This is an optimization exercise on Yosys and OpenROAD, whose aim is small area, not a production implementation.
Function was checked by simulation only, so behaviour that the tests miss may differ from the original.
No activity file was given, so power comes from the tool's default toggle rates.

[run.sh]
#!/bin/bash
# synth_recipe.tcl (not shown) runs the flow's synth.tcl, then flattens the netlist and writes it again
# the make line also repeats each setting of config.mk as NAME=value (left out here)
make -C /OpenROAD-flow-scripts/flow DESIGN_CONFIG=/design/flow/config.mk WORK_HOME=/design/flow/orfs CLKGATE_MAP_FILE= SYNTH_SCRIPT=/design/flow/synth_recipe.tcl finish
[config.mk]
export PLATFORM = sky130hd
export DESIGN_NAME = sketch_top
export DESIGN_NICKNAME = sketch_top
export VERILOG_FILES = /design/flow/design.v
export SDC_FILE = /design/flow/constraint.sdc
export NUM_CORES = 4
export LEC_CHECK = 0
export CAP_MARGIN = 20
export CORE_MARGIN = 2
export CORE_UTILIZATION = 70
export SLEW_MARGIN = 20
export SYNTH_HIERARCHICAL = 1
[constraint.sdc]
create_clock -name core_clock -period 4.0 [get_ports {clk}]
set_input_delay 0.8000 -clock core_clock [delete_from_list [all_inputs] [get_ports {clk}]]
set_output_delay 0.8000 -clock core_clock [all_outputs]
set_load 0.01 [all_outputs]
[design.v]
`default_nettype none
package sketch_pkg;
        localparam int KMER_W = 98;
        localparam int TAP_W  = 80;
        localparam int ROW_W  = 64;
        localparam int CNT_W  = 2;
        localparam int SIG_W  = 32;
        localparam int POS_LSB = 90;
        localparam int POS_LIMIT = 212;
        typedef logic [KMER_W-1:0] kmer_t;
        typedef logic [TAP_W-1:0]  taps_t;
        typedef logic [7:0]        pos_t;
        typedef logic [ROW_W-1:0]  row_t;
        typedef logic [6:0]        row_addr_t;      
        typedef logic [4:0]        cnt_idx_t;       
        typedef logic [5:0]        bit_off_t;
        typedef logic [SIG_W-1:0]  sig_t;
        localparam row_addr_t ADDR_SEED = 7'b0101101;
        localparam cnt_idx_t  IDX_SEED1 = 5'b00101;
        localparam cnt_idx_t  IDX_SEED2 = 5'b11001;
        localparam cnt_idx_t  IDX_SEED3 = 5'b01101;
        localparam cnt_idx_t  IDX_SEED4 = 5'b01011;
        localparam logic [7*7-1:0] ADDR_TAPS = {7'd5, 7'd20, 7'd45, 7'd67, 7'd17, 7'd72, 7'd36};
        localparam logic [4*5*7-1:0] IDX_TAPS = {
                7'd15, 7'd51, 7'd25, 7'd50, 7'd31,
                7'd9,  7'd44, 7'd58, 7'd13, 7'd66,
                7'd40, 7'd24, 7'd55, 7'd20, 7'd60,
                7'd15, 7'd30, 7'd5,  7'd61, 7'd45
        };
endpackage
`default_nettype wire
`timescale 1ns/1ps
`default_nettype none
module sketch_top (
        input  wire logic                  clk,
        input  wire logic                  reset,
        input  wire logic                  en_hash,
        input  wire logic                  read_add,
        input  wire logic                  get_row,
        input  wire logic                  set_row,
        input  wire sketch_pkg::kmer_t     kmer,
        input  wire sketch_pkg::row_t      row_rd1,
        input  wire sketch_pkg::row_t      row_rd2,
        input  wire sketch_pkg::row_t      row_rd3,
        input  wire sketch_pkg::row_t      row_rd4,
        input  wire sketch_pkg::row_t      bucket_rd,
        output sketch_pkg::row_addr_t      row_addr,
        output sketch_pkg::row_addr_t      bucket_addr,
        output sketch_pkg::row_t           row_wr1,
        output sketch_pkg::row_t           row_wr2,
        output sketch_pkg::row_t           row_wr3,
        output sketch_pkg::row_t           row_wr4,
        output sketch_pkg::row_t           bucket_wr
);
        sketch_pkg::taps_t     taps;
        sketch_pkg::pos_t      position;
        sketch_pkg::taps_t     mixed;
        logic [26:0]           next_hash;
        logic [26:0]           hash_q, hash_d;
        logic [26:0]           sig_q, sig_d;
        logic                  sig_v;
        sketch_pkg::row_addr_t row_addr_d, bucket_addr_d;
        sketch_pkg::row_t      inc_row1, inc_row2, inc_row3, inc_row4, cap_bucket;
        sketch_pkg::row_t      inc1_d, inc2_d, inc3_d, inc4_d, cap_bucket_d;
        logic                  cap_v;
        sketch_pkg::row_t      wr1_d, wr2_d, wr3_d, wr4_d, bwr_d;
        assign taps     = kmer[sketch_pkg::TAP_W-1:0];
        assign position = kmer[sketch_pkg::KMER_W-1:sketch_pkg::POS_LSB];
        assign mixed = taps ^ {taps[sketch_pkg::TAP_W-2:0], 1'b0};
        always_comb begin
                for (int i = 0; i < 7; i++) begin
                        next_hash[26 - i] = mixed[sketch_pkg::ADDR_TAPS[(6 - i) * 7 +: 7]];
                end
                for (int n = 0; n < 4; n++) begin
                        for (int i = 0; i < 5; i++) begin
                                next_hash[19 - 5 * n - i] = mixed[sketch_pkg::IDX_TAPS[(19 - 5 * n - i) * 7 +: 7]];
                        end
                end
        end
        logic hash_ld, hash_hold, ra_ld, ra_hold, rd_ld, rd_hold;
        assign hash_ld   = en_hash;
        assign hash_hold = ~en_hash;
        assign ra_ld     = en_hash | read_add;
        assign ra_hold   = ~(en_hash | read_add);
        assign rd_ld     = read_add;
        assign rd_hold   = ~read_add;
        for (genvar i = 0; i < 27; i++) begin : g_hash
                and_or2 u_h (.a0(hash_ld), .b0(next_hash[i]), .a1(hash_hold), .b1(hash_q[i]), .y(hash_d[i]));
                and_or2 u_s (.a0(rd_ld), .b0(hash_q[i]), .a1(rd_hold), .b1(sig_q[i]), .y(sig_d[i]));
        end
        for (genvar i = 0; i < 7; i++) begin : g_addr
                and_or2 u_r (.a0(ra_ld), .b0(hash_q[20+i]), .a1(ra_hold), .b1(row_addr[i]), .y(row_addr_d[i]));
                and_or2 u_b (.a0(rd_ld), .b0(position[1+i]), .a1(rd_hold), .b1(bucket_addr[i]), .y(bucket_addr_d[i]));
        end
        always_ff @(posedge clk or negedge reset) begin
                if (!reset) begin
                        hash_q      <= {sketch_pkg::ADDR_SEED, sketch_pkg::IDX_SEED1, sketch_pkg::IDX_SEED2,
                                        sketch_pkg::IDX_SEED3, sketch_pkg::IDX_SEED4};
                        row_addr    <= '0;
                        bucket_addr <= '0;
                        sig_v       <= 1'b0;
                end else begin
                        hash_q      <= hash_d;
                        row_addr    <= row_addr_d;
                        bucket_addr <= bucket_addr_d;
                        sig_v       <= sig_v | read_add;
                end
        end
        always_ff @(posedge clk) begin
                sig_q <= sig_d;
        end
        logic [31:0] gsel1, gsel2, gsel3, gsel4;
        logic        cap_ld, cap_hold;
        assign cap_ld   = get_row;
        assign cap_hold = ~get_row;
        assign gsel1 = {31'b0, get_row} << hash_q[19:15];
        assign gsel2 = {31'b0, get_row} << hash_q[14:10];
        assign gsel3 = {31'b0, get_row} << hash_q[9:5];
        assign gsel4 = {31'b0, get_row} << hash_q[4:0];
        for (genvar i = 0; i < 32; i++) begin : g_cap
                cap_cnt u1 (.ld(cap_ld), .hold(cap_hold), .sel(gsel1[i]), .c(row_rd1[2*i +: 2]),
                            .q(inc_row1[2*i +: 2]), .d(inc1_d[2*i +: 2]));
                cap_cnt u2 (.ld(cap_ld), .hold(cap_hold), .sel(gsel2[i]), .c(row_rd2[2*i +: 2]),
                            .q(inc_row2[2*i +: 2]), .d(inc2_d[2*i +: 2]));
                cap_cnt u3 (.ld(cap_ld), .hold(cap_hold), .sel(gsel3[i]), .c(row_rd3[2*i +: 2]),
                            .q(inc_row3[2*i +: 2]), .d(inc3_d[2*i +: 2]));
                cap_cnt u4 (.ld(cap_ld), .hold(cap_hold), .sel(gsel4[i]), .c(row_rd4[2*i +: 2]),
                            .q(inc_row4[2*i +: 2]), .d(inc4_d[2*i +: 2]));
        end
        logic bk_rd_hi, bk_rd_lo, bk_sig_hi, bk_sig_lo;
        assign bk_rd_hi  = get_row & position[0];
        assign bk_rd_lo  = get_row & ~position[0];
        assign bk_sig_hi = get_row & ~position[0] & sig_v;
        assign bk_sig_lo = get_row & position[0] & sig_v;
        for (genvar i = 0; i < 32; i++) begin : g_bucket
                if (i < 27) begin : g_sig
                        and_or3 u_hi (.a0(bk_rd_hi), .b0(bucket_rd[32+i]), .a1(bk_sig_hi), .b1(sig_q[i]),
                                      .a2(cap_hold), .b2(cap_bucket[32+i]), .y(cap_bucket_d[32+i]));
                        and_or3 u_lo (.a0(bk_rd_lo), .b0(bucket_rd[i]), .a1(bk_sig_lo), .b1(sig_q[i]),
                                      .a2(cap_hold), .b2(cap_bucket[i]), .y(cap_bucket_d[i]));
                end else begin : g_zero
                        and_or2 u_hi (.a0(bk_rd_hi), .b0(bucket_rd[32+i]), .a1(cap_hold), .b1(cap_bucket[32+i]),
                                      .y(cap_bucket_d[32+i]));
                        and_or2 u_lo (.a0(bk_rd_lo), .b0(bucket_rd[i]), .a1(cap_hold), .b1(cap_bucket[i]),
                                      .y(cap_bucket_d[i]));
                end
        end
        always_ff @(posedge clk) begin
                inc_row1   <= inc1_d;
                inc_row2   <= inc2_d;
                inc_row3   <= inc3_d;
                inc_row4   <= inc4_d;
                cap_bucket <= cap_bucket_d;
        end
        always_ff @(posedge clk or negedge reset) begin
                if (!reset) begin
                        cap_v <= 1'b0;
                end else begin
                        cap_v <= cap_v | get_row;
                end
        end
        logic wr_ok, ld_cap, ld_init, wb_hold;
        assign wr_ok   = set_row && (position < sketch_pkg::POS_LIMIT);
        assign ld_cap  = wr_ok & cap_v;
        assign ld_init = wr_ok & ~cap_v;
        assign wb_hold = ~wr_ok;
        for (genvar i = 0; i < 64; i++) begin : g_wb
                if (i == 0) begin : g_one
                        and_or2_or u1 (.a0(ld_cap), .b0(inc_row1[i]), .a1(wb_hold), .b1(row_wr1[i]), .c(ld_init), .y(wr1_d[i]));
                        and_or2_or u2 (.a0(ld_cap), .b0(inc_row2[i]), .a1(wb_hold), .b1(row_wr2[i]), .c(ld_init), .y(wr2_d[i]));
                        and_or2_or u3 (.a0(ld_cap), .b0(inc_row3[i]), .a1(wb_hold), .b1(row_wr3[i]), .c(ld_init), .y(wr3_d[i]));
                        and_or2_or u4 (.a0(ld_cap), .b0(inc_row4[i]), .a1(wb_hold), .b1(row_wr4[i]), .c(ld_init), .y(wr4_d[i]));
                end else begin : g_cnt
                        and_or2 u1 (.a0(ld_cap), .b0(inc_row1[i]), .a1(wb_hold), .b1(row_wr1[i]), .y(wr1_d[i]));
                        and_or2 u2 (.a0(ld_cap), .b0(inc_row2[i]), .a1(wb_hold), .b1(row_wr2[i]), .y(wr2_d[i]));
                        and_or2 u3 (.a0(ld_cap), .b0(inc_row3[i]), .a1(wb_hold), .b1(row_wr3[i]), .y(wr3_d[i]));
                        and_or2 u4 (.a0(ld_cap), .b0(inc_row4[i]), .a1(wb_hold), .b1(row_wr4[i]), .y(wr4_d[i]));
                end
                and_or2 ub (.a0(ld_cap), .b0(cap_bucket[i]), .a1(wb_hold), .b1(bucket_wr[i]), .y(bwr_d[i]));
        end
        always_ff @(posedge clk or negedge reset) begin
                if (!reset) begin
                        row_wr1   <= '0;
                        row_wr2   <= '0;
                        row_wr3   <= '0;
                        row_wr4   <= '0;
                        bucket_wr <= '0;
                end else begin
                        row_wr1   <= wr1_d;
                        row_wr2   <= wr2_d;
                        row_wr3   <= wr3_d;
                        row_wr4   <= wr4_d;
                        bucket_wr <= bwr_d;
                end
        end
endmodule
module cap_cnt (
        input  wire logic       ld,
        input  wire logic       hold,
        input  wire logic       sel,
        input  wire logic [1:0] c,
        input  wire logic [1:0] q,
        output logic      [1:0] d
);
        assign d[1] = (ld & c[1]) | (sel & c[0]) | (hold & q[1]);
        assign d[0] = sel ? (c[1] | ~c[0]) : ((ld & c[0]) | (hold & q[0]));
endmodule
module and_or2 (
        input  wire logic a0,
        input  wire logic b0,
        input  wire logic a1,
        input  wire logic b1,
        output logic      y
);
        assign y = (a0 & b0) | (a1 & b1);
endmodule
module and_or3 (
        input  wire logic a0,
        input  wire logic b0,
        input  wire logic a1,
        input  wire logic b1,
        input  wire logic a2,
        input  wire logic b2,
        output logic      y
);
        assign y = (a0 & b0) | (a1 & b1) | (a2 & b2);
endmodule
module and_or2_or (
        input  wire logic a0,
        input  wire logic b0,
        input  wire logic a1,
        input  wire logic b1,
        input  wire logic c,
        output logic      y
);
        assign y = (a0 & b0) | (a1 & b1) | c;
endmodule
`default_nettype wire
==> results of run 1 <==
Yosys stat by module, one instance, submodules excluded:
module | area, um^2 | cells
and_or2_or | 10.0 | 1
and_or2 | 8.76 | 1
sketch_top | 17300 | 943
and_or3 | 13.8 | 2
cap_cnt | 32.5 | 5
logic make-up after synthesis:
kind of cell    Yosys count  share of synthesized area (%)
xor+xnor                 23                          0.783
buf+inv                 327                           4.84
simple gates            189                           3.77
flops                   710                           62.4
compound gates          840                           28.2
==> flow_summary.yaml, run 1 <==
yosys:
  yosys.cell_count.top_type: "a22o_1"
  synthFlopType: "dfrtp_1"
  synth_top_area_share_pct: 33.8
  synthTopCellsByCount: "a22o_1, dfrtp_1, dfxtp_1, inv_1, a222oi_1"
  ys_seq_area_share_pct: 62.4
  synth_seq_cells: 710
  synth_area_leaders: "dfrtp_1, dfxtp_1, a22o_1, a222oi_1, inv_1"
  synth_edf_count: 0
  syn-mean-instance-area_um2: 12.3
  yosysTopAreaCell: "dfrtp_1"
  synth_fp_nets: 2513
  yosys_warnings: 7
  async_reset_ff_share_pct: 51.1
  syn_inst: 2089
  synth_area_um2: 25700
  yosysUniqueCellTypes: 36
floorplanning:
  start_util_pct: 70.6
  die_y_um: 196
  rows: 70
  die_x_um: 196
outcome:
  failed_stage: "I/O pin placement"
  status: "did not finish"
  error: "[ERROR PPL-0024] Number of IO pins (758) exceeds maximum number of available positions (702). Increase the die perimeter from 782.90um to 1030.88um."
==> run 2, diff against run 1 <==
==> flow/run.sh (new file) <==
#!/bin/bash
# Standard layout, with the smallest buffer as the port buffer.
set -euo pipefail
export BUFFER_PORTS_ARGS="-buffer_cell sky130_fd_sc_hd__buf_1"
bash standard.sh > flow_make.log 2>&1
==> standard.sh (new file) <==
#!/bin/bash
# synth_recipe.tcl (not shown) runs the flow's synth.tcl, then flattens the netlist and writes it again
# the make line also repeats each setting of config.mk as NAME=value (left out here)
make -C /OpenROAD-flow-scripts/flow DESIGN_CONFIG=/design/flow/config.mk WORK_HOME=/design/flow/orfs CLKGATE_MAP_FILE= SYNTH_SCRIPT=/design/flow/synth_recipe.tcl "${@:-finish}"
--- a/config.mk
+++ b/config.mk
@@ -8,5 +8,5 @@
 export CAP_MARGIN = 20
 export CORE_MARGIN = 2
-export CORE_UTILIZATION = 70
+export CORE_UTILIZATION = 40
 export SLEW_MARGIN = 20
 export SYNTH_HIERARCHICAL = 1
removed: run.sh
==> flow_summary.yaml, run 2 <==
yosys:
  synthAdderAreaFrac_pct: 0
  syn-mean-instance-area_um2: 12.3
  yosys.area_share.simple_pct: 3.77
  ys_seq_area_share_pct: 62.4
  async_reset_ff_share_pct: 51.1
  synth_top_family_by_area: "compound AO/OA/AOI/OAI gates"
  synth_area_leaders: "dfrtp_1, dfxtp_1, a22o_1, a222oi_1, inv_1"
  syn_inst: 2089
  synth_area_um2: 25700
  synth-compound-area-share_pct: 28.2
  synthMuxAreaShare_pct: 0
  synthTopCellsByCount: "a22o_1, dfrtp_1, dfxtp_1, inv_1, a222oi_1"
  synth_seq_cells: 710
  yosysTopAreaCell: "dfrtp_1"
  synthFlopType: "dfrtp_1"
  synth_top_area_share_pct: 33.8
  yosys.cell_count.top_type: "a22o_1"
  synth_edf_count: 0
  yosys_warnings: 7
  synth_fp_nets: 2513
  yosysUniqueCellTypes: 36
  synth_xor_area_share_pct: 0.783
placed_design:
  port_buffers: 707
  gp_congestion: 0.903
  placedCellCount: 3672
  dp_hpwl_mm: 65.3
  dp_slack_ps: 1090
finish:
  layout-drive-gt1-share_pct: 6.88
  final_common_cell: "buf_1"
  fin_nets: 3328
  final_util_pct: 51.2
  fill_cells: 5771
  final_cells: 3821
  layout_common_cells: "buf_1, a22o_1, dfrtp_1"
  area_growth_pct: 25.9
clock_network:
  cts_hold_buf: 0
  post-cts-setup-buffers: 0
  cts.path.max_buffers: 3
  cts_sinks: 710
  clkTransAtPathRegs_ps: 60
  htree_levels: 3
  cts_made_buffers: 76
  cts_root_buffer: "clkbuf_16"
  cts_tree: "done"
  clock_latency_ps: 620
  cts_resized: 0
worst_setup_path:
  crit_path_end_kind: "flip-flop"
  cp_data_arrival_time_ps: 2840
  cp_max_fo: 95
  required_ps: 4530
  worstSetupPathType: "primary input to flip-flop"
  crit_path_start_kind: "primary input"
timing:
  hold_ws_ps: 204
  max_freq_mhz: 432
  rsz0062_at_grt: "no"
  relSlewSlack_pct: 35.4
  hold_violations: 0
  setup_ws_ps: 1690
  tightest_slew_ps: 969
  maxSlewViolCount: 0
  fin_worst_skew_ps: 27.3
  fin_tns_setup_ps: 0
  report.final.setup_viol: 0
  fin_crit_sh_pct: 57.8
  period_needed_ps: 2310
route:
  viasPerCell: 6.06
  totalWireLength_mm: 95.3
  first_iter_violations: 2876
  drc: 0
  wl_per_cell_um: 24.9
  first_pass_iters: 9
  drtAntennaViolNets: 0
  vias: 23100
global_routing:
  antenna_found_initial: 15
  busiest_layer: "met2"
  grtUsageMet2_pct: 45.8
  track_usage_pct: 27.5
  grt_max_degree: 145
  grt_first_pass_wirelength_mm: 142
  grt_pass1_vias: 23000
  globalRoute.totalOverflow: 0
  met1_usage_pct: 34.7
  grtUsageMet3_pct: 7.05
power:
  peakVddDrop_mv: 0.336
  p_leak_nw: 14.3
  pwr_density_cell_nw_per_um2: 566
floorplanning:
  dieArea_um2: 66400
  core_um2: 63300
  num_io_pins: 758
  die_y_um: 258
  start_util_pct: 40.6
  rows: 92
  die_x_um: 258
min_path:
  worstHoldPathType: "primary input to async pin"
job:
  maxCapViolCount: 0
outcome:
  status: "no timing/DRC/antenna violations"
## run 2: worst paths after layout
check / startpoint / to / slack [ps] / depth (start not counted)
hold reg to reg: cap_bucket[28]$_DFF_P_ / cap_bucket[28]$_DFF_P_ / 470 / 1
max in group asynchronous: reset / row_wr2[22]$_DFF_PN0_ / 2770 / 3
min in group core_clock: bucket_rd[59] / cap_bucket[59]$_DFF_P_ / 400 / 2
hold / removal: reset / row_wr1[50]$_DFF_PN0_ / 200 / 1
setup / recovery: kmer[95] / row_wr4[31]$_DFF_PN0_ / 1690 / 5
setup reg to reg: hash_q[10]$_DFF_PN1_ / inc_row2[33]$_DFF_P_ / 2230 / 4
## run 2: kinds of logic after synthesis
family | count (synthesis)
and+or+nand+nor | 189
buffers and inverters | 327
xor gates and xnor gates | 23
DFF | 710
AOI/OAI and AO/OA | 840
## run 2: layout make-up
cell class | instances | area, um^2 | area share, %
Inverter | 314 | 1180 | 3.65
Timing Repair Buffer | 750 | 3160 | 9.76
Clock buffer | 118 | 2260 | 6.98
Antenna cell | 8 | 20.0 | 0.0618
Clock inverter | 23 | 190 | 0.587
Tap cell | 846 | 1060 | 3.27
Multi-Input combinational cell | 1052 | 8480 | 26.2
Sequential cell | 710 | 16000 | 49.5
## run 2: worst max-delay path, stage by stage
cell and delay (ps):
buf_1 120, o211a_1 320, a21bo_4 800, buf_12 420
a22o_1 210
## run 2: metal layers
layer  up-vias  routed length [um]
li1       9993                   -
met1     11800               37400
met2      1140               46400
met3       185                8420
met4        18                2910
met5         -                 132
## run 2: where the power goes
part / switching [mW] / internal, mW
Sequential: 0.647 / 8.09
Clock: 2.93 / 3.98
Combinational: 1.62 / 1.08
## run 2: through the flow
step           power (mW)  area (um^2)
3_3_place_gp         11.4        29900
6_report             18.3        32400
3_5_place_dp         11.5        29900
2_1_floorplan        10.1        25800
4_1_cts              18.5        32400
5_1_grt              19.1        32400
## run 2: modules after synthesis (local to each module, per instance)
module,cell area (um^2),times used,flip-flops and latches,cells
and_or2,8.76,394,0,1
cap_cnt,32.5,128,0,5
and_or3,13.8,54,0,2
sketch_top,17300,1,710,943
and_or2_or,10.0,4,0,1
==> run 3, diff against run 2 <==
==> flow/run.sh (replaced) <==
#!/bin/bash
# Standard layout, with the smallest buffer as the port buffer and a clock
# tree of medium buffers without dummy loads.
set -euo pipefail
export BUFFER_PORTS_ARGS="-buffer_cell sky130_fd_sc_hd__buf_1"
export CTS_ARGS="-sink_clustering_enable -repair_clock_nets -dont_use_dummy_load -buf_list {sky130_fd_sc_hd__clkbuf_4 sky130_fd_sc_hd__clkbuf_8}"
bash standard.sh > flow_make.log 2>&1
==> flow_summary.yaml, run 3 <==
clock_network:
  cts_sinks: 710
  post-cts-setup-buffers: 0
  cts_root_buffer: "clkbuf_8"
  cts_tree: "done"
  cts_hold_buf: 0
  clkTransAtPathRegs_ps: 60
  cts_made_buffers: 113
  cts.path.max_buffers: 3
  cts_resized: 0
  clock_latency_ps: 710
  htree_levels: 3
finish:
  layout_common_cells: "buf_1, a22o_1, dfrtp_1"
  fin_nets: 3365
  final_util_pct: 49.8
  design_area_um2: 31500
  final_common_cell: "buf_1"
  final_cells: 3799
  layout-drive-gt1-share_pct: 6.81
  area_growth_pct: 22.5
timing:
  tightest_slew_ps: 967
  maxSlewViolCount: 0
  fin_worst_skew_ps: 58.9
  fin_crit_sh_pct: 56.4
  report.final.setup_viol: 0
  hold_ws_ps: 82.8
  hold_violations: 0
  max_freq_mhz: 443
  rsz0062_at_grt: "no"
  fin_tns_setup_ps: 0
  period_needed_ps: 2260
  relSlewSlack_pct: 35.5
  setup_ws_ps: 1740
route:
  wl_per_cell_um: 24.9
  top_layer_used: "met5"
  wl_met3_mm: 8.32
  totalWireLength_mm: 94.6
  drc: 0
  first_iter_violations: 2940
  vias: 23100
  viasPerCell: 6.09
  wl_met1_mm: 36.9
  first_pass_iters: 8
  met2_wirelength_mm: 45.7
  drtAntennaViolNets: 0
worst_setup_path:
  rrSetupSlack_ps: 2190
  cp_slowest_cell: "a21bo_4"
  critPathBufInv: 2
  crit_chain: "buf_1, o211a_1, a21bo_4, buf_4, a221o_1"
  cp_data_arrival_time_ps: 2850
  crit_path_start_kind: "primary input"
  worstReg2RegStart: "hash_q[10]$_DFF_PN1_"
  cp_max_fo: 62
  regToRegEndpoint: "inc_row2[52]$_DFF_P_"
  cp_top_family: "compound AO/OA/AOI/OAI gates"
  required_ps: 4590
  worstSetupPathType: "primary input to flip-flop"
  max_stage_delay_ps: 800
  ff2ff_path_depth: 4
  crit_path_end_kind: "flip-flop"
yosys:
  synth_top_area_share_pct: 33.8
  synthFlopType: "dfrtp_1"
  syn_inst: 2089
  yosysTopAreaCell: "dfrtp_1"
  synth_edf_count: 0
  synth_seq_cells: 710
  async_reset_ff_share_pct: 51.1
  synth_fp_nets: 2513
  syn-mean-instance-area_um2: 12.3
  yosys_warnings: 7
  yosysUniqueCellTypes: 36
  synth_area_um2: 25700
  synthTopCellsByCount: "a22o_1, dfrtp_1, dfxtp_1, inv_1, a222oi_1"
  synth_area_leaders: "dfrtp_1, dfxtp_1, a22o_1, a222oi_1, inv_1"
  ys_seq_area_share_pct: 62.4
  yosys.cell_count.top_type: "a22o_1"
placed_design:
  gp_congestion: 0.903
  port_buffers: 707
  placed_area_um2: 29900
  placedCellCount: 3672
  dp_slack_ps: 1090
  dp_hpwl_mm: 65.3
floorplanning:
  rows: 92
  die_x_um: 258
  die_y_um: 258
  core_um2: 63300
  start_util_pct: 40.6
  dieArea_um2: 66400
  num_io_pins: 758
global_routing:
  track_usage_pct: 27.3
  globalRoute.totalOverflow: 0
  antenna_found_initial: 15
  grt_max_degree: 145
  grt_pass1_vias: 23100
  grt_first_pass_wirelength_mm: 141
power:
  power_mw: 16.5
  p_leak_nw: 13.9
  peakVddDrop_mv: 0.269
  pwr_density_cell_nw_per_um2: 522
job:
  maxCapViolCount: 0
outcome:
  status: "no timing/DRC/antenna violations"
min_path:
  worstHoldPathType: "primary input to async pin"
## run 3: cell count changes in the layout (fill, tap and decap cells not counted), sizes merged
| cell | change |
|---|---|
| diode | +6 |
| inv | -2 |
| clkinvlp | -2 |
| clkbuf | -5 |
| bufinv | -1 |
| clkinv | -18 |
## run 3: modules after synthesis (local to each module, per instance)
module | cells inside | copies in the design
sketch_top | 943 | 1
cap_cnt | 5 | 128
and_or3 | 2 | 54
and_or2_or | 1 | 4
and_or2 | 1 | 394
## run 3: how the worst max path moves through the flow
stage | from | cells past startpoint | slack (ps) | to
final | kmer[95] | 5 | 1740 | row_wr2[0]$_DFF_PN0_
after global routing | kmer[95] | 5 | 1730 | row_wr2[0]$_DFF_PN0_
after CTS | bucket_wr[45]$_DFF_PN0_ | 1 | 1760 | bucket_wr[45]
after detailed placement | kmer[95] | 5 | 1090 | row_wr2[0]$_DFF_PN0_
after global placement | kmer[95] | 5 | 1130 | row_wr2[0]$_DFF_PN0_
after floorplan | get_row | 6 | -2070 | cap_bucket[0]$_DFF_P_
## run 3: area by class of cell
| class | instances | area, um^2 |
|---|---|---|
| tap | 846 | 1060 |
| sequential | 710 | 16000 |
| multi-input combinational | 1052 | 8480 |
| clock buffer | 113 | 1560 |
| timing repair buffer | 750 | 3160 |
| fill | 5866 | 31800 |
| inverter | 314 | 1180 |
| antenna | 14 | 35.0 |
## run 3: where the power goes
| part | switching, mW | total, mW | internal [mW] |
|---|---|---|---|
| logic | 1.61 | 2.69 | 1.08 |
| clock network | 2.56 | 5.04 | 2.47 |
| registers | 0.644 | 8.74 | 8.09 |
| total | 4.82 | 16.5 | 11.6 |
## run 3: worst register-to-register path: stages (launching register included)
cell and delay, ps:
dfstp_2 600, nand2b_1 510, nor2_1 180, a221oi_1 290, a31oi_1 60
## run 3: kinds of logic after synthesis
kind of cell              share of synthesized area, %
AOI/OAI and AO/OA                                 28.2
DFF                                               62.4
buffers and inverters                             4.84
and+or+nand+nor                                   3.77
xor gates and xnor gates                         0.783
## run 3: routing by layer
| layer | vias to the layer above | track usage [%] |
|---|---|---|
| met4 | 16 | 10.8 |
| met1 | 11700 | 34.2 |
| met3 | 214 | 7.68 |
| met2 | 1188 | 44.8 |
| met5 | - | 0 |
| li1 | 10000 | - |
==> run 4, diff against run 3 <==
==> flow/run.sh (replaced) <==
#!/bin/bash
# The standard layout with two changes: the smallest buffer (buf_1) as
# the port buffer, and a clock tree of clkbuf_4 cells driving clusters of at
# most 10 flip-flops, without dummy loads. make's output goes to
# flow_make.log; each ORFS step keeps its own log under orfs/logs.
set -euo pipefail
export BUFFER_PORTS_ARGS="-buffer_cell sky130_fd_sc_hd__buf_1"
export CTS_ARGS="-sink_clustering_enable -repair_clock_nets -dont_use_dummy_load -buf_list {sky130_fd_sc_hd__clkbuf_4} -sink_clustering_size 10 -sink_clustering_max_diameter 50"
bash standard.sh > flow_make.log 2>&1
--- a/config.mk
+++ b/config.mk
@@ -6,7 +6,7 @@
 export NUM_CORES = 4
 export LEC_CHECK = 0
-export CAP_MARGIN = 20
+export CAP_MARGIN = 0
 export CORE_MARGIN = 2
 export CORE_UTILIZATION = 40
-export SLEW_MARGIN = 20
+export SLEW_MARGIN = 0
 export SYNTH_HIERARCHICAL = 1
==> flow_summary.yaml, run 4 <==
outcome:
  status: "no timing/DRC/antenna violations"
yosys:
  ys_seq_area_share_pct: 62.4
  syn_inst: 2089
  yosys.cell_count.top_type: "a22o_1"
  synth_area_um2: 25700
  synthAdderAreaFrac_pct: 0
  async_reset_ff_share_pct: 51.1
  synth-compound-area-share_pct: 28.2
  synthFlopType: "dfrtp_1"
  synthMuxAreaShare_pct: 0
  yosys.area_share.simple_pct: 3.77
  synth_edf_count: 0
  synth_top_area_share_pct: 33.8
  yosysUniqueCellTypes: 36
  synth_xor_area_share_pct: 0.783
  yosys_warnings: 7
  synth_seq_cells: 710
  syn-mean-instance-area_um2: 12.3
  synth_fp_nets: 2513
  yosysTopAreaCell: "dfrtp_1"
  synthTopCellsByCount: "a22o_1, dfrtp_1, dfxtp_1, inv_1, a222oi_1"
  synth_top_family_by_area: "compound AO/OA/AOI/OAI gates"
  synth_area_leaders: "dfrtp_1, dfxtp_1, a22o_1, a222oi_1, inv_1"
route:
  vias: 23100
  totalWireLength_mm: 94.3
  viasPerCell: 6.13
  wl_per_cell_um: 25.0
  drtAntennaViolNets: 0
  drc: 0
  first_pass_iters: 10
  first_iter_violations: 2726
power:
  peakVddDrop_mv: 0.243
  p_int_mw: 10.1
  pwr_density_cell_nw_per_um2: 481
  power_frac_clock_pct: 22.5
  p_leak_nw: 13.5
  power.switching_mw: 4.57
  p_comb_share_pct: 18.3
  power_mw: 14.7
  swShare_pct: 31.1
  seqPwrFrac_pct: 59.2
timing:
  tightest_slew_ps: 974
  relSlewSlack_pct: 35.1
  hold_ws_ps: 153
  report.final.setup_viol: 0
  hold_violations: 0
  fin_crit_sh_pct: 57.8
  max_freq_mhz: 432
  maxSlewViolCount: 0
  fin_worst_skew_ps: 78.9
  rsz0062_at_grt: "no"
  period_needed_ps: 2310
global_routing:
  grt_pass1_vias: 22800
  globalRoute.totalOverflow: 0
  antenna_found_initial: 14
  grt_max_degree: 145
  grt_first_pass_wirelength_mm: 141
  track_usage_pct: 27.2
floorplanning:
  dieArea_um2: 66400
  num_io_pins: 758
  die_x_um: 258
  core_um2: 63300
  rows: 92
  die_y_um: 258
  start_util_pct: 40.6
worst_setup_path:
  cp_top_family: "flip-flops"
  cp_max_fo: 2
  cp_num_cells: 1
  crit_path_end_kind: "output port"
  worstSetupPathType: "flip-flop to output port"
  ff2ff_path_depth: 4
  max_stage_delay_ps: 390
  crit_path_start_kind: "flip-flop"
  critPathBufInv: 1
  cp_slowest_cell: "dfrtp_1"
  crit_chain: "buf_1"
  required_ps: 3200
  cp_data_arrival_time_ps: 1510
finish:
  layout_common_cells: "buf_1, a22o_1, dfrtp_1"
  fin_nets: 3339
  layout-drive-gt1-share_pct: 5.94
  design_area_um2: 30600
  final_common_cell: "buf_1"
  area_growth_pct: 19.0
placed_design:
  dp_hpwl_mm: 65.3
  gp_congestion: 0.903
  port_buffers: 707
  placed_area_um2: 29900
clock_network:
  clock_latency_ps: 860
  cts_resized: 0
  cts_sinks: 710
  clkTransAtPathRegs_ps: 120
  cts.path.max_buffers: 3
  cts_made_buffers: 86
  htree_levels: 3
  post-cts-setup-buffers: 0
  cts_hold_buf: 1
  cts_root_buffer: "clkbuf_4"
  cts_tree: "done"
job:
  maxCapViolCount: 0
min_path:
  holdPathStages: 2
  worstHoldPathType: "primary input to flip-flop"
-- run 4: worst paths after layout --
kind | from | end | slack, ps
max | bucket_wr[45]$_DFF_PN0_ | bucket_wr[45] | 1690
min | bucket_rd[59] | cap_bucket[59]$_DFF_P_ | 150
max reg2reg | hash_q[10]$_DFF_PN1_ | inc_row2[33]$_DFF_P_ | 2220
min reg2reg | inc_row4[33]$_DFF_P_ | row_wr4[33]$_DFF_PN0_ | 460
max in group asynchronous | reset | row_wr2[22]$_DFF_PN0_ | 2500
min in group asynchronous | reset | row_wr1[50]$_DFF_PN0_ | 510
-- run 4: modules after synthesis, one instance, submodules excluded --
module	times used	flops+latches	area [um^2]	cells
and_or2	394	0	8.76	1
and_or3	54	0	13.8	2
and_or2_or	4	0	10.0	1
cap_cnt	128	0	32.5	5
sketch_top	1	710	17300	943
-- run 4: cells by family (layout without fill, tap and decap cells) --
family | after synthesis | in the layout
AOI/OAI and AO/OA | 840 | 840
DFF | 710 | 710
buffers and inverters | 327 | 1151
and+or+nand+nor | 189 | 189
xor gates and xnor gates | 23 | 23
other | 0 | 11
-- run 4: stage by stage --
| step | utilization, % | setup TNS (ps) | instances | setup WS (ps) |
|---|---|---|---|---|
| after detailed placement | 47.3 | 0 | 3672 | 1090 |
| after global routing | 48.3 | 0 | 3764 | 1570 |
| final | 48.4 | 0 | 3770 | 1690 |
| after global placement | 47.3 | 0 | 3672 | 1130 |
| after CTS | 48.3 | 0 | 3759 | 1600 |
| after floorplan | - | -797280 | 2089 | -2070 |
-- run 4: layer usage --
| layer | global-route usage (%) | vias to the layer above | share of wire [%] |
|---|---|---|---|
| li1 | - | 9977 | - |
| met1 | 34.1 | 11600 | 39 |
| met2 | 44.8 | 1284 | 48 |
| met3 | 7.63 | 194 | 9.5 |
| met4 | 10.5 | 14 | 3.3 |
| met5 | 0 | - | 0.098 |
-- run 4: area by class of cell --
| type | count | area, um^2 |
|---|---|---|
| fill | 5982 | 32700 |
| sequential | 710 | 16000 |
| multi-input combinational | 1052 | 8480 |
| timing repair buffer | 751 | 3170 |
| inverter | 314 | 1180 |
| tap | 846 | 1060 |
| clock buffer | 86 | 646 |
| antenna | 11 | 27.5 |
-- run 4: power by group through the flow --
stage	Combinational [mW]	Clock, mW	Sequential [mW]
3_5_place_dp	2.69	0	8.84
5_1_grt	2.91	3.71	8.82
2_1_floorplan	1.22	0	8.91
6_report	2.69	3.31	8.71
4_1_cts	2.70	3.40	8.70
3_3_place_gp	2.62	0	8.80
==> run 5, diff against run 4 <==
--- a/config.mk
+++ b/config.mk
@@ -6,7 +6,7 @@
 export NUM_CORES = 4
 export LEC_CHECK = 0
-export CAP_MARGIN = 0
+export CAP_MARGIN = 20
 export CORE_MARGIN = 2
 export CORE_UTILIZATION = 40
-export SLEW_MARGIN = 0
+export SLEW_MARGIN = 20
 export SYNTH_HIERARCHICAL = 1
==> flow_summary.yaml, run 5 <==
outcome:
  status: "no timing/DRC/antenna violations"
clock_network:
  cts_root_buffer: "clkbuf_4"
  cts.path.max_buffers: 3
  clock_latency_ps: 860
  post-cts-setup-buffers: 0
  cts_sinks: 710
  cts_resized: 0
  htree_levels: 3
  clkTransAtPathRegs_ps: 120
  cts_made_buffers: 86
  cts_tree: "done"
finish:
  fin_nets: 3339
  area_growth_pct: 19.0
  layout-drive-gt1-share_pct: 5.94
  layout_common_cells: "buf_1, a22o_1, dfrtp_1"
  final_common_cell: "buf_1"
global_routing:
  grt_max_degree: 145
  grt_first_pass_wirelength_mm: 141
  track_usage_pct: 27.2
  antenna_found_initial: 14
  globalRoute.totalOverflow: 0
  grt_pass1_vias: 22800
worst_setup_path:
  crit_chain: "buf_1"
  rrSetupSlack_ps: 2220
  cp_data_arrival_time_ps: 1510
  cp_slowest_cell: "dfrtp_1"
  worstReg2RegStart: "hash_q[10]$_DFF_PN1_"
  crit_path_end_kind: "output port"
  crit_end: "bucket_wr[45]"
  startpoint: "bucket_wr[45]$_DFF_PN0_"
  crit_path_start_kind: "flip-flop"
  cp_num_cells: 1
  ff2ff_path_depth: 4
  critPathBufInv: 1
  worstSetupPathType: "flip-flop to output port"
  regToRegEndpoint: "inc_row2[33]$_DFF_P_"
  required_ps: 3200
  max_stage_delay_ps: 390
  cp_top_family: "flip-flops"
  cp_max_fo: 2
route:
  first_iter_violations: 2726
  wl_per_cell_um: 25.0
  viasPerCell: 6.13
  first_pass_iters: 10
  vias: 23100
  drc: 0
  totalWireLength_mm: 94.3
  drtAntennaViolNets: 0
timing:
  maxSlewViolCount: 0
  fin_tns_setup_ps: 0
  relSlewSlack_pct: 35.1
  fin_worst_skew_ps: 78.9
  rsz0062_at_grt: "no"
  hold_ws_ps: 153
  tightest_slew_ps: 974
  period_needed_ps: 2310
  fin_crit_sh_pct: 57.8
  report.final.setup_viol: 0
  hold_violations: 0
  max_freq_mhz: 432
job:
  maxCapViolCount: 0
yosys:
  syn_inst: 2089
  synth_fp_nets: 2513
  yosysTopAreaCell: "dfrtp_1"
  synth_seq_cells: 710
  synthFlopType: "dfrtp_1"
  yosys_warnings: 7
  synth_area_leaders: "dfrtp_1, dfxtp_1, a22o_1, a222oi_1, inv_1"
  yosys.cell_count.top_type: "a22o_1"
  syn-mean-instance-area_um2: 12.3
  synth_top_area_share_pct: 33.8
  ys_seq_area_share_pct: 62.4
  synthTopCellsByCount: "a22o_1, dfrtp_1, dfxtp_1, inv_1, a222oi_1"
  synth_area_um2: 25700
  synth_edf_count: 0
  async_reset_ff_share_pct: 51.1
  yosysUniqueCellTypes: 36
placed_design:
  port_buffers: 707
  dp_hpwl_mm: 65.3
  gp_congestion: 0.903
power:
  peakVddDrop_mv: 0.243
  p_leak_nw: 13.5
  pwr_density_cell_nw_per_um2: 481
  power_mw: 14.7
floorplanning:
  die_x_um: 258
  dieArea_um2: 66400
  die_y_um: 258
  num_io_pins: 758
  core_um2: 63300
  rows: 92
  start_util_pct: 40.6
min_path:
  worstHoldPathType: "primary input to flip-flop"
run 5: cell counts in the layout (fill, tap and decap cells not counted):
Identical to the previous run, type by type.
run 5: timing repair:
item	CTS	global route
setup endpoints to repair	0	0
hold buffers	1	0
endpoints found under the hold margin	22	0
run 5: how the worst min path moves through the flow:
stage	startpoint	endpoint	slack, ps	cells after the start
2_1_floorplan	cap_bucket[27]$_DFF_P_	cap_bucket[27]$_DFF_P_	440	1
3_3_place_gp	cap_bucket[30]$_DFF_P_	cap_bucket[30]$_DFF_P_	450	1
3_5_place_dp	cap_bucket[27]$_DFF_P_	cap_bucket[27]$_DFF_P_	460	1
4_1_cts	bucket_rd[59]	cap_bucket[59]$_DFF_P_	40	2
5_1_grt	bucket_rd[59]	cap_bucket[59]$_DFF_P_	90	2
6_report	bucket_rd[59]	cap_bucket[59]$_DFF_P_	150	2
run 5: per-stage QoR:
stage | setup slack [ps] | utilization (%) | cell area, um^2 | std cells
final | 1690 | 48.4 | 30600 | 3770
after global routing | 1570 | 48.3 | 30600 | 3764
after CTS | 1600 | 48.3 | 30600 | 3759
after detailed placement | 1090 | 47.3 | 29900 | 3672
after global placement | 1130 | 47.3 | 29900 | 3672
after floorplan | -2070 | - | 25800 | 2089
run 5: area by class of cell:
class | count | area, um^2
clock buffers | 86 | 646
inverters | 314 | 1180
fillers | 5982 | 32700
flip-flops and latches | 710 | 16000
multi-input cells | 1052 | 8480
repair buffers | 751 | 3170
well taps | 846 | 1060
diodes | 11 | 27.5
run 5: logic make-up after synthesis:
group / Yosys count / share of synthesized area, %
buf+inv: 327 / 4.84
xor+xnor: 23 / 0.783
simple gates: 189 / 3.77
flops: 710 / 62.4
compound gates: 840 / 28.2
run 5: where the power goes:
part	leakage, nW	internal (mW)	switching, mW
Combinational	5.70	1.08	1.61
Sequential	7.44	8.07	0.644
Clock	0.396	0.988	2.32
run 5: metal layers:
| metal | vias up | GRT usage (%) | wire length (um) |
|---|---|---|---|
| li1 | 9977 | - | - |
| met1 | 11600 | 34.1 | 36600 |
| met2 | 1284 | 44.8 | 45500 |
| met3 | 194 | 7.63 | 8940 |
| met4 | 14 | 10.5 | 3160 |
| met5 | - | 0 | 92 |
run 5: Yosys stat by module, one instance, submodules excluded:
module / copies in the design / cells inside / area, um^2
sketch_top: 1 / 943 / 17300
and_or2: 394 / 1 / 8.76
and_or3: 54 / 2 / 13.8
and_or2_or: 4 / 1 / 10.0
cap_cnt: 128 / 5 / 32.5
==> run 6, diff against run 5 <==
--- a/design.v
+++ b/design.v
@@ -85,7 +85,28 @@
         assign rd_ld     = read_add;
         assign rd_hold   = ~read_add;
+        localparam logic [26:0] HASH_SEED = {sketch_pkg::ADDR_SEED, sketch_pkg::IDX_SEED1,
+                                             sketch_pkg::IDX_SEED2, sketch_pkg::IDX_SEED3,
+                                             sketch_pkg::IDX_SEED4};
         for (genvar i = 0; i < 27; i++) begin : g_hash
-                and_or2 u_h (.a0(hash_ld), .b0(next_hash[i]), .a1(hash_hold), .b1(hash_q[i]), .y(hash_d[i]));
-                and_or2 u_s (.a0(rd_ld), .b0(hash_q[i]), .a1(rd_hold), .b1(sig_q[i]), .y(sig_d[i]));
+                if (i == 4) begin : g_dup
+                        assign hash_q[i] = hash_q[19];
+                        assign sig_q[i]  = sig_q[19];
+                end else if (i == 2) begin : g_dup
+                        assign hash_q[i] = hash_q[26];
+                        assign sig_q[i]  = sig_q[26];
+                end else begin : g_reg
+                        and_or2 u_h (.a0(hash_ld), .b0(next_hash[i]), .a1(hash_hold), .b1(hash_q[i]), .y(hash_d[i]));
+                        and_or2 u_s (.a0(rd_ld), .b0(hash_q[i]), .a1(rd_hold), .b1(sig_q[i]), .y(sig_d[i]));
+                        always_ff @(posedge clk or negedge reset) begin
+                                if (!reset) begin
+                                        hash_q[i] <= HASH_SEED[i];
+                                end else begin
+                                        hash_q[i] <= hash_d[i];
+                                end
+                        end
+                        always_ff @(posedge clk) begin
+                                sig_q[i] <= sig_d[i];
+                        end
+                end
         end
         for (genvar i = 0; i < 7; i++) begin : g_addr
@@ -95,18 +116,12 @@
         always_ff @(posedge clk or negedge reset) begin
                 if (!reset) begin
-                        hash_q      <= {sketch_pkg::ADDR_SEED, sketch_pkg::IDX_SEED1, sketch_pkg::IDX_SEED2,
-                                        sketch_pkg::IDX_SEED3, sketch_pkg::IDX_SEED4};
                         row_addr    <= '0;
                         bucket_addr <= '0;
                         sig_v       <= 1'b0;
                 end else begin
-                        hash_q      <= hash_d;
                         row_addr    <= row_addr_d;
                         bucket_addr <= bucket_addr_d;
                         sig_v       <= sig_v | read_add;
                 end
-        end
-        always_ff @(posedge clk) begin
-                sig_q <= sig_d;
         end
         logic [31:0] gsel1, gsel2, gsel3, gsel4;
==> flow_summary.yaml, run 6 <==
placed_design:
  placedCellCount: 3661
  placed_area_um2: 29800
  dp_slack_ps: 1070
  gp_congestion: 0.870
  port_buffers: 707
  dp_hpwl_mm: 64.8
finish:
  area_growth_pct: 19.1
  fin_nets: 3327
  final_common_cell: "buf_1"
  layout_common_cells: "buf_1, a22o_1, dfrtp_1"
  design_area_um2: 30500
  final_cells: 3768
  fill_cells: 5894
  layout-drive-gt1-share_pct: 5.48
clock_network:
  clock_latency_ps: 890
  cts_sinks: 706
  cts_resized: 0
  cts_made_buffers: 85
  clkTransAtPathRegs_ps: 110
  cts_tree: "done"
  htree_levels: 3
  cts_root_buffer: "clkbuf_4"
  cts.path.max_buffers: 3
yosys:
  yosys.area_share.simple_pct: 3.81
  synthAdderAreaFrac_pct: 0
  synthTopCellsByCount: "a22o_1, dfrtp_1, dfxtp_1, inv_1, a222oi_1"
  synthFlopType: "dfrtp_1"
  async_reset_ff_share_pct: 51.1
  syn-mean-instance-area_um2: 12.3
  synth_top_area_share_pct: 33.8
  yosys_warnings: 11
  synth_xor_area_share_pct: 0.787
  synth_area_um2: 25600
  yosysTopAreaCell: "dfrtp_1"
  yosysUniqueCellTypes: 30
  synth_seq_cells: 706
  syn_inst: 2088
  yosys.cell_count.top_type: "a22o_1"
  synth_top_family_by_area: "compound AO/OA/AOI/OAI gates"
  synthMuxAreaShare_pct: 0
  synth_area_leaders: "dfrtp_1, dfxtp_1, a22o_1, a222oi_1, inv_1"
  ys_seq_area_share_pct: 62.3
  synth-compound-area-share_pct: 28.2
  synth_fp_nets: 2512
  synth_edf_count: 0
power:
  p_leak_nw: 13.5
  pwr_density_cell_nw_per_um2: 479
  power_mw: 14.6
  peakVddDrop_mv: 0.274
timing:
  setup_ws_ps: 1590
  maxSlewViolCount: 0
  tightest_slew_ps: 983
  fin_worst_skew_ps: 118
  report.final.setup_viol: 0
  relSlewSlack_pct: 34.4
  rsz0062_at_grt: "no"
  period_needed_ps: 2410
  hold_violations: 0
  max_freq_mhz: 415
  fin_crit_sh_pct: 60.3
global_routing:
  track_usage_pct: 27.1
  antenna_found_initial: 18
  grt_first_pass_wirelength_mm: 138
  globalRoute.totalOverflow: 0
  grt_max_degree: 163
  grt_pass1_vias: 22500
route:
  drc: 0
  totalWireLength_mm: 93.2
  wl_per_cell_um: 24.7
  vias: 22700
  first_iter_violations: 2644
  drtAntennaViolNets: 0
  first_pass_iters: 10
  viasPerCell: 6.02
worst_setup_path:
  cp_slowest_cell: "dfrtp_1"
  crit_path_end_kind: "output port"
  max_stage_delay_ps: 410
  crit_path_start_kind: "flip-flop"
  cp_data_arrival_time_ps: 1610
  critPathBufInv: 1
  worstSetupPathType: "flip-flop to output port"
  cp_max_fo: 2
  cp_top_family: "flip-flops"
  required_ps: 3200
  crit_chain: "buf_1"
floorplanning:
  die_y_um: 257
  die_x_um: 257
  start_util_pct: 40.5
  num_io_pins: 758
  rows: 92
  core_um2: 63200
  dieArea_um2: 66100
outcome:
  status: "no timing/DRC/antenna violations"
job:
  maxCapViolCount: 0
min_path:
  worstHoldPathType: "primary input to flip-flop"
run 6: changes by cell type in the layout (fill, tap and decap cells not counted), sizes merged, moves of 5 or more:
cell   previous run  this run
diode            11        21
buf             746       739
or4bb             0         5
nor3              8        18
nor2            123       113
run 6: final cells by class:
class	instances	area (um^2)	area share, %
Timing Repair Buffer	744	3170	10.4
Clock buffer	85	638	2.09
Multi-Input combinational cell	1051	8450	27.7
Inverter	315	1190	3.89
Antenna cell	21	52.6	0.172
Tap cell	846	1060	3.47
Sequential cell	706	16000	52.3
run 6: what timing repair did:
item / CTS / global route
endpoints found under the hold margin: 32 / 0
buffers inserted: 0 / 0
setup endpoints to repair: 0 / 0
hold buffers: 1 / 0
run 6: metal layers:
metal | share of wire (%) | vias to the layer above | track usage [%]
met5 | 0.084 | - | 0
met1 | 39 | 11500 | 32.9
met3 | 9.0 | 194 | 8.21
met4 | 4.1 | 12 | 11.7
met2 | 48 | 1048 | 44.5
li1 | - | 9953 | -
run 6: where the power goes:
part	leakage, nW	internal (mW)	switching [mW]
logic	5.67	1.08	1.60
registers	7.40	8.03	0.644
clock network	0.391	0.977	2.29
run 6: final timing paths:
path	slack (ps)	start	end	cells after the start
setup / recovery	1590	row_wr3[24]$_DFF_PN0_	row_wr3[24]	1
hold / removal	140	kmer[91]	bucket_addr[0]$_DFF_PN0_	2
setup reg to reg	1840	hash_q[19]$_DFF_PN0_	inc_row1[0]$_DFF_P_	4
hold reg to reg	420	inc_row3[38]$_DFF_P_	row_wr3[38]$_DFF_PN0_	1
max in group asynchronous	2410	reset	row_wr2[16]$_DFF_PN0_	4
min in group asynchronous	490	reset	row_wr4[63]$_DFF_PN0_	2
run 6: modules after synthesis, one instance, submodules excluded:
module | area, um^2 | flip-flops and latches
sketch_top | 17200 | 706
and_or2 | 8.76 | 0
cap_cnt | 32.5 | 0
and_or2_or | 10.0 | 0
and_or3 | 13.8 | 0
run 6: cell families after synthesis:
group                  Yosys count
AO/OA/AOI/OAI                  836
XOR/XNOR                        23
buffers and inverters          331
flip-flops                     706
AND/OR/NAND/NOR                192
run 6: metrics by stage:
| stage | utilization (%) | hold slack [ps] | setup TNS, ps |
|---|---|---|---|
| after floorplan | - | 440 | -793040 |
| after global placement | 47.2 | 452 | 0 |
| after CTS | 48.2 | 45.5 | 0 |
| after detailed placement | 47.2 | 464 | 0 |
| final | 48.3 | 138 | 0 |
| after global routing | 48.3 | 48.7 | 0 |
==> run 7, diff against run 6 <==
==> flow/run.sh (replaced) <==
#!/bin/bash
# The standard synthesis, then its standard layout with three changes:
# the smallest buffer (buf_1) as the port buffer; a clock tree of clkbuf_4
# cells driving clusters of at most 10 flip-flops, without dummy loads; and
# no buffers larger than buf_4 for the repair of high-fanout nets. make's
# output goes to synth_make.log and flow_make.log; each ORFS step keeps its
# own log under orfs/logs.
set -euo pipefail
bash standard.sh synth > synth_make.log 2>&1
export BUFFER_PORTS_ARGS="-buffer_cell sky130_fd_sc_hd__buf_1"
export CTS_ARGS="-sink_clustering_enable -repair_clock_nets -dont_use_dummy_load -buf_list {sky130_fd_sc_hd__clkbuf_4} -sink_clustering_size 10 -sink_clustering_max_diameter 50"
export DONT_USE_CELLS="sky130_fd_sc_hd__buf_6 sky130_fd_sc_hd__buf_8 sky130_fd_sc_hd__buf_12 sky130_fd_sc_hd__buf_16 sky130_fd_sc_hd__bufbuf_8 sky130_fd_sc_hd__bufbuf_16 sky130_fd_sc_hd__clkbuf_8 sky130_fd_sc_hd__clkbuf_16 sky130_fd_sc_hd__clkdlybuf4s15_1 sky130_fd_sc_hd__clkdlybuf4s15_2 sky130_fd_sc_hd__clkdlybuf4s18_1 sky130_fd_sc_hd__clkdlybuf4s18_2 sky130_fd_sc_hd__clkdlybuf4s25_1 sky130_fd_sc_hd__clkdlybuf4s25_2 sky130_fd_sc_hd__clkdlybuf4s50_1 sky130_fd_sc_hd__clkdlybuf4s50_2"
bash standard.sh > flow_make.log 2>&1
==> flow_summary.yaml, run 7 <==
yosys:
  ys_seq_area_share_pct: 62.3
  async_reset_ff_share_pct: 51.1
  yosysTopAreaCell: "dfrtp_1"
  synth_fp_nets: 2512
  synthTopCellsByCount: "a22o_1, dfrtp_1, dfxtp_1, inv_1, a222oi_1"
  synth_area_leaders: "dfrtp_1, dfxtp_1, a22o_1, a222oi_1, inv_1"
  synth_top_area_share_pct: 33.8
  synth_area_um2: 25600
  syn-mean-instance-area_um2: 12.3
  yosysUniqueCellTypes: 30
  synthFlopType: "dfrtp_1"
  yosys_warnings: 11
  synth_seq_cells: 706
  syn_inst: 2088
  synth_edf_count: 0
  yosys.cell_count.top_type: "a22o_1"
placed_design:
  port_buffers: 707
  dp_hpwl_mm: 64.8
  gp_congestion: 0.870
  placedCellCount: 3661
  placed_area_um2: 29800
clock_network:
  cts_made_buffers: 85
  post-cts-setup-buffers: 0
  cts.path.max_buffers: 3
  cts_tree: "done"
  clkTransAtPathRegs_ps: 110
  cts_sinks: 706
  htree_levels: 3
  clock_latency_ps: 890
  cts_root_buffer: "clkbuf_4"
global_routing:
  globalRoute.totalOverflow: 0
  track_usage_pct: 27.1
  met1_usage_pct: 32.9
  antenna_found_initial: 18
  grt_max_degree: 163
  busiest_layer: "met2"
  grtUsageMet3_pct: 8.21
  grt_first_pass_wirelength_mm: 138
  grtUsageMet2_pct: 44.5
  grt_pass1_vias: 22500
timing:
  fin_crit_sh_pct: 60.3
  rsz0062_at_grt: "no"
  relSlewSlack_pct: 34.4
  fin_worst_skew_ps: 118
  max_freq_mhz: 415
  report.final.setup_viol: 0
  maxSlewViolCount: 0
  hold_violations: 0
  period_needed_ps: 2410
  tightest_slew_ps: 983
finish:
  design_area_um2: 30500
  final_util_pct: 48.3
  fin_nets: 3327
  layout-drive-gt1-share_pct: 5.48
  final_common_cell: "buf_1"
  final_cells: 3768
  layout_common_cells: "buf_1, a22o_1, dfrtp_1"
  area_growth_pct: 19.1
floorplanning:
  start_util_pct: 40.5
  die_x_um: 257
  core_um2: 63200
  dieArea_um2: 66100
  die_y_um: 257
  num_io_pins: 758
  rows: 92
worst_setup_path:
  crit_path_end_kind: "output port"
  worstReg2RegStart: "hash_q[19]$_DFF_PN0_"
  worstSetupPathType: "flip-flop to output port"
  regToRegEndpoint: "inc_row1[0]$_DFF_P_"
  ff2ff_path_depth: 4
  crit_path_start_kind: "flip-flop"
  critPathBufInv: 1
  cp_max_fo: 2
  crit_chain: "buf_1"
  cp_slowest_cell: "dfrtp_1"
  required_ps: 3200
  rrSetupSlack_ps: 1840
  cp_top_family: "flip-flops"
  max_stage_delay_ps: 410
  cp_data_arrival_time_ps: 1610
route:
  first_pass_iters: 10
  drc: 0
  totalWireLength_mm: 93.2
  drtAntennaViolNets: 0
  viasPerCell: 6.02
  wl_per_cell_um: 24.7
  vias: 22700
  first_iter_violations: 2644
power:
  pwr_density_cell_nw_per_um2: 479
  power_mw: 14.6
  peakVddDrop_mv: 0.274
  p_leak_nw: 13.5
outcome:
  status: "no timing/DRC/antenna violations"
min_path:
  holdPathEnd: "bucket_addr[0]$_DFF_PN0_"
  holdPathStages: 2
  hp-start: "kmer[91]"
  worstHoldPathType: "primary input to flip-flop"
job:
  maxCapViolCount: 0
-- run 7: cell counts in the layout (fill, tap and decap cells not counted) --
Identical to the previous run, type by type.
-- run 7: cell families (layout without fill, tap and decap cells) --
| kind of cell | after synthesis | in the layout | synth area share [%] |
|---|---|---|---|
| other cells | 0 | 21 | 0 |
| buf+inv | 331 | 1144 | 4.87 |
| simple gates | 192 | 192 | 3.81 |
| xor+xnor | 23 | 23 | 0.787 |
| compound gates | 836 | 836 | 28.2 |
| flops | 706 | 706 | 62.3 |
-- run 7: routing by layer --
layer | vias to the layer above | part of all wire, %
met3 | 194 | 9.0
met2 | 1048 | 48
met1 | 11500 | 39
li1 | 9953 | -
met5 | - | 0.084
met4 | 12 | 4.1
-- run 7: power breakdown --
part           internal (mW)  switching, mW
Combinational           1.08           1.60
Clock                  0.977           2.29
Sequential              8.03          0.644
Total                   10.1           4.54
-- run 7: worst max path at each step --
stage                                      from               endpoint  slack [ps]  cells past startpoint
after floorplan                         get_row  cap_bucket[0]$_DFF_P_       -2060                      6
after global placement                  get_row    inc_row3[0]$_DFF_P_        1040                      6
after detailed placement                get_row    inc_row3[0]$_DFF_P_        1070                      6
after CTS                 row_wr3[24]$_DFF_PN0_            row_wr3[24]        1510                      1
after global routing      row_wr3[24]$_DFF_PN0_            row_wr3[24]        1510                      1
final                     row_wr3[24]$_DFF_PN0_            row_wr3[24]        1590                      1
-- run 7: modules after synthesis (local to each module, per instance) --
module      area, um^2  flip-flops and latches  copies in the design
and_or3           13.8                       0                    54
cap_cnt           32.5                       0                   128
and_or2           8.76                       0                   390
sketch_top       17200                     706                     1
and_or2_or        10.0                       0                     4
-- run 7: cell type report --
cell class / instances / area [um^2]
Fill cell: 5894 / 32700
Sequential cell: 706 / 16000
Multi-Input combinational cell: 1051 / 8450
Timing Repair Buffer: 744 / 3170
Inverter: 315 / 1190
Tap cell: 846 / 1060
Clock buffer: 85 / 638
Antenna cell: 21 / 52.6
-- run 7: timing repair --
action | CTS | global route
gates resized for setup | 0 | 0
setup endpoints to repair | 0 | 0
endpoints found under the hold margin | 32 | 0
hold buffers | 1 | 0
-- run 7: stage by stage --
step                hold WS, ps  setup slack (ps)  TNS [ps]
floorplan                   440             -2060   -793040
global placement            452              1040         0
detailed placement          464              1070         0
CTS                        45.5              1510         0
global route               48.7              1510         0
finish                      138              1590         0
==> run 8, diff against run 7 <==
==> flow/run.sh (replaced) <==
#!/bin/bash
# The standard synthesis, then its standard layout with three changes:
# the smallest buffer (buf_1) as the port buffer; a clock tree of clkbuf_4
# cells driving clusters of at most 10 flip-flops, without dummy loads; and
# no buffer larger than buf_4 for the repair of high-fanout nets. make's
# output goes to synth_make.log and flow_make.log; each ORFS step keeps its
# own log under orfs/logs.
set -euo pipefail
bash standard.sh synth > synth_make.log 2>&1
export BUFFER_PORTS_ARGS="-buffer_cell sky130_fd_sc_hd__buf_1"
export CTS_ARGS="-sink_clustering_enable -repair_clock_nets -dont_use_dummy_load -buf_list {sky130_fd_sc_hd__clkbuf_4} -sink_clustering_size 10 -sink_clustering_max_diameter 50"
# The platform's don't-use cells, plus the large buffers
platform_dont_use=$(sed -n '/^export DONT_USE_CELLS/,/^#/p' "$FLOW_HOME/platforms/sky130hd/config.mk" \
  | grep -o 'sky130_fd_sc_hd__[A-Za-z0-9_]*' | tr '\n' ' ')
big_buffers="sky130_fd_sc_hd__buf_6 sky130_fd_sc_hd__buf_8 sky130_fd_sc_hd__buf_12 sky130_fd_sc_hd__buf_16"
big_buffers+=" sky130_fd_sc_hd__bufbuf_8 sky130_fd_sc_hd__bufbuf_16"
big_buffers+=" sky130_fd_sc_hd__clkdlybuf4s15_1 sky130_fd_sc_hd__clkdlybuf4s15_2 sky130_fd_sc_hd__clkdlybuf4s18_1 sky130_fd_sc_hd__clkdlybuf4s18_2"
big_buffers+=" sky130_fd_sc_hd__clkdlybuf4s25_1 sky130_fd_sc_hd__clkdlybuf4s25_2 sky130_fd_sc_hd__clkdlybuf4s50_1 sky130_fd_sc_hd__clkdlybuf4s50_2"
echo "DONT_USE_CELLS=$platform_dont_use $big_buffers" > dont_use.txt
bash standard.sh finish "DONT_USE_CELLS=$platform_dont_use $big_buffers" > flow_make.log 2>&1
--- a/config.mk
+++ b/config.mk
@@ -9,4 +9,5 @@
 export CORE_MARGIN = 2
 export CORE_UTILIZATION = 40
+export PLACE_DENSITY = 0.8
 export SLEW_MARGIN = 20
 export SYNTH_HIERARCHICAL = 1
==> flow_summary.yaml, run 8 <==
outcome:
  status: "no timing/DRC/antenna violations"
yosys:
  ys_seq_area_share_pct: 62.3
  yosys_warnings: 11
  synth_area_leaders: "dfrtp_1, dfxtp_1, a22o_1, a222oi_1, inv_1"
  yosys.cell_count.top_type: "a22o_1"
  syn_inst: 2088
  yosysTopAreaCell: "dfrtp_1"
  synthFlopType: "dfrtp_1"
  yosysUniqueCellTypes: 30
  synth_area_um2: 25600
  synth_seq_cells: 706
  syn-mean-instance-area_um2: 12.3
  synthTopCellsByCount: "a22o_1, dfrtp_1, dfxtp_1, inv_1, a222oi_1"
  synth_edf_count: 0
  synth_top_area_share_pct: 33.8
  async_reset_ff_share_pct: 51.1
  synth_fp_nets: 2512
timing:
  fin_crit_sh_pct: 59.0
  tightest_slew_ps: 1170
  setup_ws_ps: 1640
  hold_violations: 0
  relSlewSlack_pct: 21.9
  max_freq_mhz: 424
  period_needed_ps: 2360
  report.final.setup_viol: 0
  rsz0062_at_grt: "no"
  fin_worst_skew_ps: 136
  maxSlewViolCount: 0
  hold_ws_ps: 143
worst_setup_path:
  required_ps: 3200
  crit_chain: "buf_1"
  cp_top_family: "flip-flops"
  cp_num_cells: 1
  critPathBufInv: 1
  cp_slowest_cell: "dfrtp_1"
  worstReg2RegStart: "hash_q[19]$_DFF_PN0_"
  cp_data_arrival_time_ps: 1560
  max_stage_delay_ps: 470
  ff2ff_path_depth: 4
  crit_path_start_kind: "flip-flop"
  regToRegEndpoint: "inc_row1[16]$_DFF_P_"
  cp_max_fo: 2
  crit_path_end_kind: "output port"
  rrSetupSlack_ps: 1850
  worstSetupPathType: "flip-flop to output port"
  startpoint: "row_wr3[54]$_DFF_PN0_"
  crit_end: "row_wr3[54]"
finish:
  fin_nets: 3369
  area_growth_pct: 18.6
  fill_cells: 5761
  layout_common_cells: "buf_1, a22o_1, dfrtp_1"
  final_common_cell: "buf_1"
  layout-drive-gt1-share_pct: 5.81
route:
  vias: 23000
  first_pass_iters: 10
  totalWireLength_mm: 87.0
  drtAntennaViolNets: 0
  wl_per_cell_um: 22.9
  drc: 0
  viasPerCell: 6.05
  first_iter_violations: 3226
placed_design:
  dp_slack_ps: 943
  port_buffers: 707
  dp_hpwl_mm: 62.2
  gp_congestion: 0.883
floorplanning:
  dieArea_um2: 66100
  num_io_pins: 758
  die_x_um: 257
  core_um2: 63200
  start_util_pct: 40.5
  die_y_um: 257
  rows: 92
global_routing:
  grtUsageMet2_pct: 42.1
  track_usage_pct: 25.2
  met1_usage_pct: 30.3
  grtUsageMet3_pct: 6.22
  antenna_found_initial: 4
  grt_max_degree: 83
  busiest_layer: "met2"
  grt_pass1_vias: 22500
  globalRoute.totalOverflow: 0
  grt_first_pass_wirelength_mm: 130
power:
  power_mw: 14.5
  pwr_density_cell_nw_per_um2: 477
  p_leak_nw: 13.4
  peakVddDrop_mv: 0.319
clock_network:
  cts_root_buffer: "clkbuf_4"
  cts_made_buffers: 84
  cts_sinks: 706
  clock_latency_ps: 890
  cts.path.max_buffers: 3
  htree_levels: 3
  clkTransAtPathRegs_ps: 110
  cts_tree: "done"
min_path:
  worstHoldPathType: "primary input to flip-flop"
job:
  maxCapViolCount: 0
[run 8: cell counts after synthesis]
No cell type changed its count.
[run 8: per-layer routing]
| layer | part of all wire [%] | vias up |
|---|---|---|
| li1 | - | 10000 |
| met5 | 0.014 | - |
| met3 | 9.3 | 252 |
| met1 | 38 | 11300 |
| met2 | 48 | 1365 |
| met4 | 5.1 | 2 |
[run 8: what timing repair did]
item	in CTS	in global routing
hold buffers	1	0
setup buffers	0	0
resized for setup	0	0
endpoints found under the hold margin	10	0
[run 8: through the flow]
step | cells | util (%) | area (um^2) | setup TNS, ps
floorplan | 2088 | - | 25600 | -813820
global placement | 3704 | 47.0 | 29700 | 0
detailed placement | 3704 | 47.0 | 29700 | 0
CTS | 3789 | 48.0 | 30400 | 0
global route | 3794 | 48.1 | 30400 | 0
finish | 3796 | 48.1 | 30400 | 0
[run 8: power by group]
part	leakage [nW]	switching, mW	internal (mW)
sequential	7.40	0.674	8.03
combinational	5.66	1.54	1.06
clock	0.387	2.22	0.966
[run 8: modules after synthesis (local to each module, per instance)]
module | flip-flops and latches | cells | area, um^2 | copies in the design
and_or3 | 0 | 2 | 13.8 | 54
and_or2 | 0 | 1 | 8.76 | 390
sketch_top | 706 | 946 | 17200 | 1
and_or2_or | 0 | 1 | 10.0 | 4
cap_cnt | 0 | 5 | 32.5 | 128
[run 8: cell type report]
type,count,area (um^2),area share (%)
antenna,7,17.5,0.0577
timing repair buffer,787,3070,10.1
inverter,315,1190,3.91
clock buffer,84,631,2.08
sequential,706,16000,52.5
multi-input combinational,1051,8450,27.8
tap,846,1060,3.48
[run 8: worst min path at each step]
| stage | from | to | slack, ps | cells past startpoint |
|---|---|---|---|---|
| floorplan | cap_bucket[27]$_DFF_P_ | cap_bucket[27]$_DFF_P_ | 440 | 1 |
| finish | row_rd2[49] | inc_row2[48]$_DFF_P_ | 140 | 3 |
| global placement | cap_bucket[27]$_DFF_P_ | cap_bucket[27]$_DFF_P_ | 450 | 1 |
| CTS | row_rd2[27] | inc_row2[26]$_DFF_P_ | 20 | 3 |
| global route | row_rd2[7] | inc_row2[6]$_DFF_P_ | 30 | 3 |
| detailed placement | cap_bucket[28]$_DFF_P_ | cap_bucket[28]$_DFF_P_ | 460 | 1 |
[run 8: cell families (layout without fill, tap and decap cells)]
logic type,Yosys count,in the layout,share of synthesized area (%)
other,0,7,0
AOI/OAI and AO/OA,836,836,28.2
buffers and inverters,331,1186,4.87
and+or+nand+nor,192,192,3.81
xor gates and xnor gates,23,23,0.787
DFF,706,706,62.3

separate check: timing with driven ports:
The flow's constraints put no driver on any port. The routed layouts listed below were extracted and timed again, unchanged, in two steps.
Step 1: set_driving_cell puts a clkbuf_16 on clk and a buf_2 on each other input, an assumption about the parent block.
Step 2 adds t to the input delays and takes it off the output delays; t is the mean of the earliest and latest rising clock arrival at the registers after step 1. Input paths then give back, and output paths get back, about the clock's delay inside the block.
Slacks: ideal ports / drivers / drivers and shift; pairs: ideal ports / drivers.
| run | t, ns | setup slack, ns | worst data-port slew with drivers (ns) | cell pins on the clock port's net |
|---|---|---|---|---|
| run 2 | 0.670 | 1.687 / 1.724 / 1.054 | 0.12 | 1 |
| run 3 | 0.733 | 1.743 / 1.771 / 1.038 | 0.12 | 1 |
| run 4 | 0.887 | 1.686 / 1.625 / 1.044 | 0.12 | 1 |
| run 5 | 0.887 | 1.686 / 1.625 / 1.044 | 0.12 | 1 |
| run 6 | 0.890 | 1.590 / 1.531 / 1.051 | 0.13 | 1 |
| run 7 | 0.890 | 1.590 / 1.531 / 1.051 | 0.13 | 1 |
| run 8 | 0.855 | 1.641 / 1.586 / 0.844 | 0.10 | 1 |
After both steps every run listed still meets setup and hold. The setup slack of run 8, which loses most, moves by -0.055 ns with the drivers and by -0.797 ns with both steps.
